This is an optimization exercise on Yosys and OpenROAD, whose aim is small area, not a production implementation.
In this exercise RTL edits were held to simulation tests only and were not proved equivalent to the original.

==> inputs of v28 <==
==> flow/design.v <==
module mem_arbiter_nport #(
    parameter int NUM_PORTS  = 4,
    parameter int BLOCK_SIZE = 32,
    parameter int ARB_MODE   = 1
) (
    input  logic                              clk,
    input  logic                              rst,
    input  logic [NUM_PORTS-1:0]              req_valid,
    input  logic [NUM_PORTS-1:0]              req_write,
    input  logic [NUM_PORTS-1:0]              req_single,
    input  logic [NUM_PORTS*32-1:0]           req_addr,
    input  logic [NUM_PORTS*BLOCK_SIZE*8-1:0] req_wdata,
    output logic [NUM_PORTS-1:0]              grant,
    output logic [NUM_PORTS-1:0]              resp_done,
    output logic [BLOCK_SIZE*8-1:0]           resp_rdata,
    output logic [31:0]                       addr,
    output logic                              write,
    output logic [31:0]                       wdata,
    output logic [1:0]                        transfer,
    input  logic [31:0]                       rdata,
    input  logic                              ready
);
    localparam int WORDS  = BLOCK_SIZE / 4;
    localparam int BEAT_W = (WORDS > 1) ? $clog2(WORDS) : 1;
    localparam int PORT_W = $clog2(NUM_PORTS);
    localparam int LINE_W = BLOCK_SIZE * 8;
    localparam logic [31:0]       BLOCK_MASK = ~(32'(BLOCK_SIZE) - 32'd1);
    localparam logic [31:0]       WORD_MASK  = ~32'd3;
    localparam logic [PORT_W-1:0] LAST_PORT  = PORT_W'(NUM_PORTS - 1);
    localparam logic [BEAT_W-1:0] LAST_WORD  = BEAT_W'(WORDS - 1);
    typedef enum logic [1:0] {IDLE, XFER, DONE} state_t;
    state_t               state, stateNext;
    logic [PORT_W-1:0]    winner, rrPtr, startPtr, pick;
    logic [NUM_PORTS-1:0] ownerOneHot;
    logic                 anyReq, lastBeat;
    logic [BEAT_W-1:0]    beat;
    logic [31:0]          baseAddr, pickAddr;
    logic                 wrLatch, singleLatch;
    logic [LINE_W-1:0]    wdLatch, lineBuf;
    always_comb begin
        startPtr = (ARB_MODE == 1) ? rrPtr : '0;
        pick     = '0;
        anyReq   = |req_valid;
        for (int i = NUM_PORTS - 1; i >= 0; i--) begin
            if (req_valid[(int'(startPtr) + i) % NUM_PORTS])
                pick = PORT_W'((int'(startPtr) + i) % NUM_PORTS);
        end
        pickAddr = req_addr[int'(pick)*32 +: 32];
    end
    assign lastBeat = singleLatch ? (beat == '0) : (beat == LAST_WORD);
    always_ff @(posedge clk or posedge rst) begin
        if (rst) state <= IDLE;
        else     state <= stateNext;
    end
    always_comb begin
        stateNext   = state;
        ownerOneHot = NUM_PORTS'(1) << winner;
        grant       = '0;
        resp_done   = '0;
        transfer    = 2'b00;
        addr        = baseAddr + (32'(beat) << 2);
        write       = wrLatch;
        wdata       = wdLatch[{beat, 5'b0} +: 32];
        resp_rdata  = lineBuf;
        case (state)
            IDLE: begin
                if (anyReq) stateNext = XFER;
            end
            XFER: begin
                grant    = ownerOneHot;
                transfer = (beat == '0) ? 2'b10 : 2'b11;
                if (ready && lastBeat) stateNext = DONE;
            end
            DONE: begin
                grant     = ownerOneHot;
                resp_done = ownerOneHot;
                stateNext = IDLE;
            end
            default: stateNext = IDLE;
        endcase
    end
    always_ff @(posedge clk or posedge rst) begin
        if (rst) begin
            winner      <= '0;
            rrPtr       <= '0;
            beat        <= '0;
            baseAddr    <= '0;
            wrLatch     <= 1'b0;
            singleLatch <= 1'b0;
            wdLatch     <= '0;
            lineBuf     <= '0;
        end else begin
            case (state)
                IDLE: begin
                    if (anyReq) begin
                        winner      <= pick;
                        wrLatch     <= req_write[pick];
                        singleLatch <= req_single[pick];
                        wdLatch     <= req_wdata[int'(pick)*LINE_W +: LINE_W];
                        baseAddr    <= pickAddr & (req_single[pick] ? WORD_MASK : BLOCK_MASK);
                        beat        <= '0;
                    end
                end
                XFER: begin
                    if (ready) begin
                        if (!wrLatch) lineBuf[{beat, 5'b0} +: 32] <= rdata;
                        if (!lastBeat) beat <= beat + 1'b1;
                    end
                end
                DONE: begin
                    rrPtr <= (winner == LAST_PORT) ? '0 : winner + 1'b1;
                end
                default: ;
            endcase
        end
    end
endmodule
==> flow/run.sh <==
#!/bin/bash
# synth_recipe.tcl (not shown) runs the flow's synth.tcl, then flattens the netlist and writes it again
# the make line also repeats each setting of config.mk as NAME=value (left out here)
make -C /OpenROAD-flow-scripts/flow DESIGN_CONFIG=/design/flow/config.mk WORK_HOME=/design/flow/orfs CLKGATE_MAP_FILE= SYNTH_SCRIPT=/design/flow/synth_recipe.tcl finish
==> flow/config.mk <==
export PLATFORM = sky130hd
export DESIGN_NAME = mem_arbiter_nport
export DESIGN_NICKNAME = mem_arbiter_nport
export VERILOG_FILES = /design/flow/design.v
export SDC_FILE = /design/flow/constraint.sdc
export NUM_CORES = 4
export LEC_CHECK = 0
export CAP_MARGIN = 20
export CORE_AREA = 10 10 550 550
export DIE_AREA = 0 0 560 560
export SLEW_MARGIN = 20
==> flow/constraint.sdc <==
create_clock -name core_clock -period 7.0 [get_ports {clk}]
set_input_delay 1.4000 -clock core_clock [delete_from_list [all_inputs] [get_ports {clk}]]
set_output_delay 1.4000 -clock core_clock [all_outputs]
set_load 0.01 [all_outputs]
==> v13: changes against v28 <==
==> flow/design.v, changed modules only <==
module mem_arbiter_nport #(
    parameter int NUM_PORTS  = 4,
    parameter int BLOCK_SIZE = 32,
    parameter int ARB_MODE   = 1
) (
    input  logic                              clk,
    input  logic                              rst,
    input  logic [NUM_PORTS-1:0]              req_valid,
    input  logic [NUM_PORTS-1:0]              req_write,
    input  logic [NUM_PORTS-1:0]              req_single,
    input  logic [NUM_PORTS*32-1:0]           req_addr,
    input  logic [NUM_PORTS*BLOCK_SIZE*8-1:0] req_wdata,
    output logic [NUM_PORTS-1:0]              grant,
    output logic [NUM_PORTS-1:0]              resp_done,
    output logic [BLOCK_SIZE*8-1:0]           resp_rdata,
    output logic [31:0]                       addr,
    output logic                              write,
    output logic [31:0]                       wdata,
    output logic [1:0]                        transfer,
    input  logic [31:0]                       rdata,
    input  logic                              ready
);
    logic        busy, done;       
    logic [1:0]  winner;           
    logic        wr, single;
    logic [31:2] a;                
    logic [255:0] buf_q;
    logic [1:0]  ptr, pick;
    logic [3:0]  pick_oh;
    logic        anyReq;
    always_comb begin
        ptr    = winner + 2'd1;
        anyReq = |req_valid;
        pick   = ptr;
        for (int i = 3; i >= 0; i--)
            if (req_valid[2'(ptr + 2'(i))]) pick = 2'(ptr + 2'(i));
        pick_oh = 4'b0001 << pick;
    end
    logic [31:0]  selAddr;
    logic [255:0] selData;
    logic         selWrite, selSingle;
    always_comb begin
        selAddr = '0; selData = '0; selWrite = 1'b0; selSingle = 1'b0;
        for (int p = 0; p < 4; p++) begin
            selAddr   |= {32{pick_oh[p]}}  & req_addr[p*32 +: 32];
            selData   |= {256{pick_oh[p]}} & req_wdata[p*256 +: 256];
            selWrite  |= pick_oh[p] & req_write[p];
            selSingle |= pick_oh[p] & req_single[p];
        end
    end
    wire lastBeat = single | (&a[4:2]);
    wire step     = busy & ready;
    always_ff @(posedge clk or posedge rst) begin
        if (rst) begin
            busy   <= 1'b0;
            done   <= 1'b0;
            winner <= 2'd3;
        end else begin
            done <= step & lastBeat;
            if (step & lastBeat) busy <= 1'b0;
            else if (!busy && !done && anyReq) begin
                busy   <= 1'b1;
                winner <= pick;
            end
        end
    end
    wire ld   = ~busy;
    wire hold = busy & ~ready;
    wire [3:0] ldp = {4{ld}} & pick_oh;
    logic [255:0] bufNext, shiftIn;
    logic [31:2]  aNext;
    logic         wrNext, singleNext;
    always_comb begin
        shiftIn = {rdata, buf_q[255:32]};
        if (single) shiftIn[31:0] = rdata;
        bufNext = ({256{step}} & shiftIn) | ({256{hold}} & buf_q);
        aNext   = {{27{busy}} & a[31:5], ({3{step}} & (a[4:2] + 3'd1)) | ({3{hold}} & a[4:2])};
        wrNext     = busy & wr;
        singleNext = busy & single;
        for (int p = 0; p < 4; p++) begin
            bufNext    |= {256{ldp[p]}} & req_wdata[p*256 +: 256];
            aNext      |= {req_addr[p*32+5 +: 27], req_addr[p*32+2 +: 3] & {3{req_single[p]}}} & {30{ldp[p]}};
            wrNext     |= ldp[p] & req_write[p];
            singleNext |= ldp[p] & req_single[p];
        end
    end
    always_ff @(posedge clk) begin
        buf_q  <= bufNext;
        a      <= aNext;
        wr     <= wrNext;
        single <= singleNext;
    end
    always_comb begin
        grant      = '0;
        resp_done  = '0;
        if (busy | done) grant[winner] = 1'b1;
        if (done) resp_done[winner] = 1'b1;
        transfer   = busy ? {1'b1, ~single & (|a[4:2])} : 2'b00;
        addr       = {a, 2'b00};
        write      = wr;
        wdata      = buf_q[31:0];
        resp_rdata = buf_q;
    end
endmodule
==> comparison table <==
item	v13	v28
Run status	no timing/DRC/antenna violations	no timing/DRC/antenna violations
Via count of the first global-routing pass	27505	35599
Type of the setup path with the least slack	input port to register	register to primary output
FF-to-FF setup slack	2.42 ns	2.74 ns
Routed vias	28385	36812
Data arrival time of the critical path	5.20 ns	4.18 ns
Initial detailed-routing violation count	3018	3401
Grt met1 use	0.221	0.201
Slowest library cell on the worst path	sky130_fd_sc_hd__mux2i_1	sky130_fd_sc_hd__dfrtp_4
Met1 layer wirelength in the final routing	123 mm	112 mm
Effective utilization at floorplan	0.0685	0.116
Cells on Worst Hold Path	1	2
Post-route design area	41400 um2	56000 um2
Global-route wire length before repair	382 mm	379 mm
Post-synthesis share of cell area spent on xor and xnor gates	0.000440	0.00728
Routed wire length	318 mm	301 mm
Multi-input comb cells	1727	3080
Number of cells on the critical path	9	8
Pre-CTS WS	1.84 ns	2.12 ns
Cell variety after synth	56	50
Largest buffer count on any clock path	3	4
Multi-input gate area in the final layout	12700 um2	18100 um2

==> re-timing with driven ports <==
How much do the figures lean on ideal ports? The routed layouts below were timed once more, with nothing changed but the port constraints.
Step 1 (the two cells are an assumption about what drives the block):
set clk [get_ports {clk}]
set_driving_cell -lib_cell sky130_fd_sc_hd__clkbuf_16 $clk
set_driving_cell -lib_cell sky130_fd_sc_hd__buf_2 [delete_from_list [all_inputs] $clk]
Step 2 adds t to the input delays and takes it off the output delays; t is the mean of the earliest and latest rising clock arrival at the registers after step 1. Input paths then give back, and output paths get back, about the clock's delay inside the block.
Three values: ideal ports, drivers, drivers and shift; two values: the first two.
run | shift t [ns] | setup WS [ns] | pins driven straight from the clock port
v28 | 0.831 | 1.424 / 1.346 / 2.141 | 1
v13 | 0.785 | 2.367 / 2.396 / 1.611 | 1
After both steps every run listed still meets setup and hold. For v13, which loses most, drivers alone change the setup slack by +0.029 ns; drivers and shift together by -0.756 ns.
